What follows belongs to an exercise in optimizing a design on an open flow for small area, a short achievable clock period and few clock cycles per item; a production flow would make more cautious choices. RTL that was checked went through simulation tests only; none was proved equivalent to the original. No activity file was given, so power comes from the tool's default toggle rates.

== job 8407 ==
## range_gen_2d
module range_gen_2d (
  input  logic         clk,
  input  logic         reset,
  input  logic         start,
  input  logic [W-1:0] x_tag,
  input  logic [W-1:0] y_tag,
  input  logic [W-1:0] x0,
  input  logic [W-1:0] x1,
  input  logic [W-1:0] x2,
  input  logic [W-1:0] x3,
  input  logic [W-1:0] y0,
  input  logic [W-1:0] y1,
  input  logic [W-1:0] y2,
  input  logic [W-1:0] y3,
  output logic         busy,
  output logic         done,
  output logic [W-1:0] r0,
  output logic [W-1:0] r1,
  output logic [W-1:0] r2,
  output logic [W-1:0] r3,
  output logic [3:0]   ovf
);
Size in the first run: ~500 flip-flops, about 230 I/O pins, about 34000 sq um of cells after synthesis.
export LEC_CHECK = 0
export CAP_MARGIN = 20
export CORE_MARGIN = 2
export CORE_UTILIZATION = 40
export SLEW_MARGIN = 20
create_clock -name core_clock -period 13.0 [get_ports {clk}]
standard.sh (not shown) runs the stock make flow with config.mk's settings and CLKGATE_MAP_FILE= SYNTH_SCRIPT=/design/flow/synth_recipe.tcl, a recipe that flattens the netlist after the stock synthesis.
==> flow/flow/run.sh <==
#!/bin/bash
# The standard layout (standard.sh) with changes to how it is made only:
#  - the port buffers that buffer_ports inserts are plain buf_2 cells;
#  - clock tree synthesis builds the tree from clkbuf_4/clkbuf_8 cells and
#    adds no dummy loads (ORFS's own CTS arguments otherwise).
# Constraints, period and every other setting are the standard flow's own. make's full
# output goes to standard.log here; ORFS's per-step logs stay under orfs/logs.
set -euo pipefail
bash standard.sh SETUP_SLACK_MARGIN=9.5 TNS_END_PERCENT=10 \
  "BUFFER_PORTS_ARGS=-buffer_cell sky130_fd_sc_hd__buf_2" \
  "CTS_ARGS=-sink_clustering_enable -repair_clock_nets -dont_use_dummy_load -buf_list {sky130_fd_sc_hd__clkbuf_4 sky130_fd_sc_hd__clkbuf_8}" \
  finish > standard.log 2>&1
Testbench counts of job 8407, summed over its fixed seeds: cycles 9,777, items 512.
> inputs changed (job 8407 -> job 9040)
==> flow/flow/run.sh <==
#!/bin/bash
# The standard layout (standard.sh) with changes to how it is made only:
#  - the port buffers that buffer_ports inserts are plain buf_2 cells.
# Constraints, period and every other setting are the standard flow's own. make's full
# output goes to standard.log here; ORFS's per-step logs stay under orfs/logs.
set -euo pipefail
bash standard.sh SETUP_SLACK_MARGIN=9.5 TNS_END_PERCENT=0 \
  "BUFFER_PORTS_ARGS=-buffer_cell sky130_fd_sc_hd__buf_2" \
  finish > standard.log 2>&1
[summary]
Against job 8407, job 9040 reports a met3 usage that is lower.
Going from job 8407 to job 9040, critical path depth picked up an extra 2; number of instances in the placed design neither gained nor lost much; part of the total power dissipated in combinational logic lost 3.5 points; fmax lost 1.7%; design area lost 2.0%.
Compare job 8407 and job 9040 | number of signal-net buffers in the layout higher: job 8407
Count of hold-fix buffers inserted at cts came out exactly the same in job 8407 and job 9040.
Number of DRC markers after the initial detailed-route iteration, job 9040 vs job 8407: up by a few percent
Summary: with job 8407 as the reference, count of clock buffers in the final design in job 9040 moved down by more than 10%.
--- input diff job 9040..job 8942 ---
Settings: CORE_UTILIZATION now 55, was 40; PLACE_DENSITY now 0.65, previously not set.
-- flow/flow/run.sh --
<<< job 9040, line 3
#  - the port buffers that buffer_ports inserts are plain buf_2 cells.
>>> job 8942, line 3
#  - the port buffers that buffer_ports inserts are plain buf_2 cells;
#  - clock tree synthesis builds the tree from clkbuf_4/clkbuf_8 cells and
#    adds no dummy loads (ORFS's own CTS arguments otherwise).
<<< job 9040, line 9
>>> job 8942, line 11
  "CTS_ARGS=-sink_clustering_enable -repair_clock_nets -dont_use_dummy_load -buf_list {sky130_fd_sc_hd__clkbuf_4 sky130_fd_sc_hd__clkbuf_8}" \
--- outcome ---
- Job 8942: no failed stages, no open violations at the end
- Number of distinct library cell variants in the gate-level netlist after synthesis came out exactly the same in job 9040 and job 8942.
- Summary of the comparison: wire length is lower in job 8942, relative to job 9040.
- Top routing layer in use: met4 -> job 9040, met5 -> job 8942
- Compared to job 9040, job 8942 has setup slack after layout 0.0078 ns lower.
- Start point of the critical path: sel_q[1]$_DFF_PN0_ -> job 8942, ra_q[2]$_DFF_P_ -> job 9040
- As far as final period utilization is concerned, job 8942 and job 9040 perform about the same.
- Looking at design area across both flows, job 8942 is the stronger of the two, with job 9040 trailing.
Input-level comparison between job 3998 and job 8942:
Settings: CORE_UTILIZATION: 55 -> 40; PLACE_DENSITY: 0.65 -> unset.
-- flow/flow/run.sh --
<<< job 8942, line 4
#  - clock tree synthesis builds the tree from clkbuf_4/clkbuf_8 cells and
#    adds no dummy loads (ORFS's own CTS arguments otherwise).
>>> job 3998, line 4
#  - clock tree synthesis builds the tree from clkbuf_4/clkbuf_8 cells, with
#    leaf clusters of up to 16 sinks, and adds no dummy loads (ORFS's own
#    CTS arguments otherwise).
<<< job 8942, line 11
  "CTS_ARGS=-sink_clustering_enable -repair_clock_nets -dont_use_dummy_load -buf_list {sky130_fd_sc_hd__clkbuf_4 sky130_fd_sc_hd__clkbuf_8}" \
>>> job 3998, line 12
  "CTS_ARGS=-sink_clustering_enable -repair_clock_nets -dont_use_dummy_load -sink_clustering_size 16 -sink_clustering_max_diameter 60 -buf_list {sky130_fd_sc_hd__clkbuf_4 sky130_fd_sc_hd__clkbuf_8}" \
## What came out
Job 3998 reports a higher combinational group share of total power than job 8942 does.
Job 8942 vs job 3998, capturing instance or port of the critical path: dx_q[15]$_DFF_P_ vs rem_q[56]$_DFFE_PP_
Worst setup path startpoint: ra_q[2]$_DFF_P_ -> job 3998, sel_q[1]$_DFF_PN0_ -> job 8942
Summary of the comparison: initial core utilization is lower in job 3998, relative to job 8942.
Job 3998 against job 8942: count of clock-buffer cells in the layout went down by 32; portion of total power attributed to the clock network went down by 3.0 points.

* * *

Another version of the RTL of range_gen_2d (not shown whole).
For scale: ~4100 cells after synthesis, ~230 I/O pins, about 36000 um2 of cells after synthesis.
==> flow/config.mk <==
export PLATFORM = sky130hd
export DESIGN_NAME = range_gen_2d
export DESIGN_NICKNAME = range_gen_2d
export VERILOG_FILES = /design/flow/design.v
export SDC_FILE = /design/flow/constraint.sdc
export NUM_CORES = 4
export LEC_CHECK = 0
export CAP_MARGIN = 20
export CORE_MARGIN = 2
export CORE_UTILIZATION = 40
export SLEW_MARGIN = 20
==> flow/constraint.sdc <==
create_clock -name core_clock -period 13.0 [get_ports {clk}]
set_input_delay 2.6000 -clock core_clock [delete_from_list [all_inputs] [get_ports {clk}]]
set_output_delay 2.6000 -clock core_clock [all_outputs]
set_load 0.01 [all_outputs]
==> flow/flow/run.sh <==
#!/bin/bash
set -euo pipefail
bash standard.sh SETUP_SLACK_MARGIN=9.5 \
  "BUFFER_PORTS_ARGS=-buffer_cell sky130_fd_sc_hd__buf_2" \
  finish > standard.log 2>&1
The baseline completed with no timing, DRC or antenna violations.
Edit:
==> flow/flow/run.sh (replaced) <==
#!/bin/bash
# The standard layout (standard.sh) with changes to how it is made only:
#  - the port buffers that buffer_ports inserts are plain buf_2 cells.
# Constraints, period and every other setting are the standard flow's own. make's full
# output goes to standard.log here; ORFS's per-step logs stay under orfs/logs.
set -euo pipefail
bash standard.sh SETUP_SLACK_MARGIN=9.5 TNS_END_PERCENT=0 \
  "BUFFER_PORTS_ARGS=-buffer_cell sky130_fd_sc_hd__buf_2" \
  finish > standard.log 2>&1
Outcome: First-iteration DRC count went down by 10%. Flip-flop and latch count stays the same. Utilization drops by 4.2 points. Synthesized cell count does not change. Area after synthesis stays the same. Via count fell by about 4.4%.
No functional check of the RTL was part of any run of this note.

* * *

lane 1:
range_gen_2d, a different RTL version from the one above (not shown whole).
For scale: about 4100 cells after synthesis, roughly 500 flip-flops.
## range_gen_2d
module range_gen_2d (
  input  logic         clk,
  input  logic         reset,
  input  logic         start,
  input  logic [W-1:0] x_tag,
  input  logic [W-1:0] y_tag,
  input  logic [W-1:0] x0,
  input  logic [W-1:0] x1,
  input  logic [W-1:0] x2,
  input  logic [W-1:0] x3,
  input  logic [W-1:0] y0,
  input  logic [W-1:0] y1,
  input  logic [W-1:0] y2,
  input  logic [W-1:0] y3,
  output logic         busy,
  output logic         done,
  output logic [W-1:0] r0,
  output logic [W-1:0] r1,
  output logic [W-1:0] r2,
  output logic [W-1:0] r3,
  output logic [3:0]   ovf
);
==> flow/config.mk <==
export PLATFORM = sky130hd
export DESIGN_NAME = range_gen_2d
export DESIGN_NICKNAME = range_gen_2d
export VERILOG_FILES = /design/flow/design.v
export SDC_FILE = /design/flow/constraint.sdc
export NUM_CORES = 4
export LEC_CHECK = 0
export CAP_MARGIN = 20
export CORE_MARGIN = 2
export CORE_UTILIZATION = 40
export SLEW_MARGIN = 20
==> flow/constraint.sdc <==
create_clock -name core_clock -period 13.0 [get_ports {clk}]
set_input_delay 2.6000 -clock core_clock [delete_from_list [all_inputs] [get_ports {clk}]]
set_output_delay 2.6000 -clock core_clock [all_outputs]
set_load 0.01 [all_outputs]
==> flow/flow/run.sh <==
#!/bin/bash
set -euo pipefail
bash standard.sh SETUP_SLACK_MARGIN=9.5 \
  "BUFFER_PORTS_ARGS=-buffer_cell sky130_fd_sc_hd__buf_2" \
  finish > standard.log 2>&1
In summary, lane 1 completed successfully, with a layout that passed the timing, design-rule and antenna checks.
Edits applied to the flow inputs when going from lane 1 to lane 2:
==> flow/flow/run.sh <==
#!/bin/bash
set -euo pipefail
bash standard.sh SETUP_SLACK_MARGIN=9.0 \
  "BUFFER_PORTS_ARGS=-buffer_cell sky130_fd_sc_hd__buf_2" \
  finish > standard.log 2>&1
Results
Total CTS buffers delta (lane 1 -> lane 2): insignificant. From lane 1 to lane 2 the numbers moved as follows: wire length moved down, least setup slack across all paths after layout moved up, internal power level, detailed route wirelength on metal3 moved down.
No run of this note included a check of the RTL's function; only the layout flow was run.

* * *

Another version of the RTL of range_gen_2d (not shown whole).
Size in the first run: ~510 flip-flops, ~230 I/O pins, about 34000 um2 of cells after synthesis.
==> flow/design.v (excerpt) <==
module range_gen_2d (
  input  logic         clk,
  input  logic         reset,
  input  logic         start,
  input  logic [W-1:0] x_tag,
  input  logic [W-1:0] y_tag,
  input  logic [W-1:0] x0,
  input  logic [W-1:0] x1,
  input  logic [W-1:0] x2,
  input  logic [W-1:0] x3,
  input  logic [W-1:0] y0,
  input  logic [W-1:0] y1,
  input  logic [W-1:0] y2,
  input  logic [W-1:0] y3,
  output logic         busy,
  output logic         done,
  output logic [W-1:0] r0,
  output logic [W-1:0] r1,
  output logic [W-1:0] r2,
  output logic [W-1:0] r3,
  output logic [3:0]   ovf
);
==> flow/config.mk <==
export PLATFORM = sky130hd
export DESIGN_NAME = range_gen_2d
export DESIGN_NICKNAME = range_gen_2d
export VERILOG_FILES = /design/flow/design.v
export SDC_FILE = /design/flow/constraint.sdc
export NUM_CORES = 4
export LEC_CHECK = 0
export CAP_MARGIN = 20
export CORE_MARGIN = 2
export CORE_UTILIZATION = 40
export PLACE_DENSITY = 0.8
export SLEW_MARGIN = 20
==> flow/constraint.sdc <==
create_clock -name core_clock -period 13.0 [get_ports {clk}]
set_input_delay 2.6000 -clock core_clock [delete_from_list [all_inputs] [get_ports {clk}]]
set_output_delay 2.6000 -clock core_clock [all_outputs]
set_load 0.01 [all_outputs]
==> flow/flow/run.sh <==
#!/bin/bash
# The standard layout (standard.sh) with changes to how it is made only:
#  - the port buffers that buffer_ports inserts are plain buf_1 cells;
#  - clock tree synthesis builds the tree from clkbuf_4/clkbuf_8 cells and
#    adds no dummy loads (ORFS's own CTS arguments otherwise).
# Constraints, period and every other setting are the standard flow's own. make's full
# output goes to standard.log here; ORFS's per-step logs stay under orfs/logs.
set -euo pipefail
bash standard.sh SETUP_SLACK_MARGIN=9.5 TNS_END_PERCENT=0 \
  "BUFFER_PORTS_ARGS=-buffer_cell sky130_fd_sc_hd__buf_1" \
  "CTS_ARGS=-sink_clustering_enable -repair_clock_nets -dont_use_dummy_load -buf_list {sky130_fd_sc_hd__clkbuf_4 sky130_fd_sc_hd__clkbuf_8}" \
  finish > standard.log 2>&1
Testbench counts at the start, summed over its fixed seeds: cycles 9,777, items 512.
Edit:
--- a/flow/flow/run.sh
+++ b/flow/flow/run.sh
@@ -3 +3 @@
-#  - the port buffers that buffer_ports inserts are plain buf_1 cells;
+#  - the port buffers that buffer_ports inserts are plain buf_2 cells;
@@ -10 +10 @@
-  "BUFFER_PORTS_ARGS=-buffer_cell sky130_fd_sc_hd__buf_1" \
+  "BUFFER_PORTS_ARGS=-buffer_cell sky130_fd_sc_hd__buf_2" \
Settings changed: PLACE_DENSITY 0.8 to unset.
Result: The changed run completed without violations; global-route usage came out higher by 0.20 points; count of clock-buffer cells in the layout grows by 4; cell count is about the same; wire length hardly moves; core utilization goes up by 0.49 points; design area climbs by 1.1%.
Edit:
--- a/flow/flow/run.sh
+++ b/flow/flow/run.sh
@@ -9 +9 @@
-bash standard.sh SETUP_SLACK_MARGIN=9.5 TNS_END_PERCENT=0 \
+bash standard.sh SETUP_SLACK_MARGIN=9.5 TNS_END_PERCENT=3 \
What happened:
- cell area goes up by 1.9%
- worst setup slack improves by 0.049 ns
- synthesized area is unchanged
- sequential cell count is unchanged
- maximum frequency goes up by 1.3%
- synthesized cell count does not change
- critical path depth goes down by 1
- sequential power is about the same
Edit:
--- a/flow/flow/run.sh
+++ b/flow/flow/run.sh
@@ -3 +3 @@
-#  - the port buffers that buffer_ports inserts are plain buf_2 cells;
+#  - the port buffers that buffer_ports inserts are plain buf_1 cells;
@@ -9,2 +9,2 @@
-bash standard.sh SETUP_SLACK_MARGIN=9.5 TNS_END_PERCENT=3 \
-  "BUFFER_PORTS_ARGS=-buffer_cell sky130_fd_sc_hd__buf_2" \
+bash standard.sh SETUP_SLACK_MARGIN=9.5 TNS_END_PERCENT=0 \
+  "BUFFER_PORTS_ARGS=-buffer_cell sky130_fd_sc_hd__buf_1" \
Settings changed: PLACE_DENSITY set to 0.7.
The new run ran to the end with no violations.
Maximum frequency rises slightly.
Die area stays the same.
Cell count falls slightly.
Non-clock buffer count decreases by 53.
Total power fell slightly.
Clock power hardly moves.

[what the ideal ports hide]
The results above use ideal ports. As a check the final layouts listed here were re-extracted and re-timed, cells and wires unchanged.
Step 1 sets driving cells, clkbuf_16 on the clock port and buf_2 on the other inputs (assumed; they add their load-dependent delay and slew).
Step 2 times the ports against the registers' clock, not the clock port: input delays grow and output delays shrink by t, the midpoint of the rising clock arrivals with the driver on.
a / b / c = ideal / step 1 / step 2; a / b = the first two.
run	shift t [ns]	slack for setup (ns)	worst setup path at the end	latest minus earliest clock arrival (ns)	pins driven straight from the clock port
job 8407	0.743	8.964 / 8.964 / 8.860	input, reset recovery	0.142 / 0.142	1
job 9040	0.703	8.895 / 8.895 / 8.895	register to register	0.039 / 0.039	1
job 8942	0.715	8.887 / 8.887 / 8.887	register to register	0.079 / 0.079	1
job 3998	0.734	8.747 / 8.747 / 8.747	register to register	0.157 / 0.157	1
the first run of note 2	0.693	9.032 / 9.032 / 9.032	register to register	0.045 / 0.045	1
the second run of note 2	0.696	9.038 / 9.038 / 9.038	register to register	0.022 / 0.022	1
lane 1	0.702	8.292 / 8.292 / 8.292	register to register	0.036 / 0.036	1
lane 2	0.700	8.435 / 8.435 / 8.435	register to register	0.036 / 0.036	1
the first run of note 4	0.711	9.051 / 9.051 / 9.051	register to register	0.078 / 0.078	1
the second run of note 4	0.737	9.026 / 9.026 / 9.026	register to register	0.104 / 0.104	1
the third run of note 4	0.739	9.075 / 9.042 / 9.051	input, reset recovery	0.105 / 0.106	1
the fourth run of note 4	0.737	9.144 / 9.081 / 9.077	input, reset recovery	0.081 / 0.082	1
After both steps every run listed still meets setup and hold. For job 8407, which loses most, drivers alone change the setup slack by 0.000 ns; drivers and shift together by -0.104 ns. The worst setup slack also covers recovery checks on asynchronous resets.
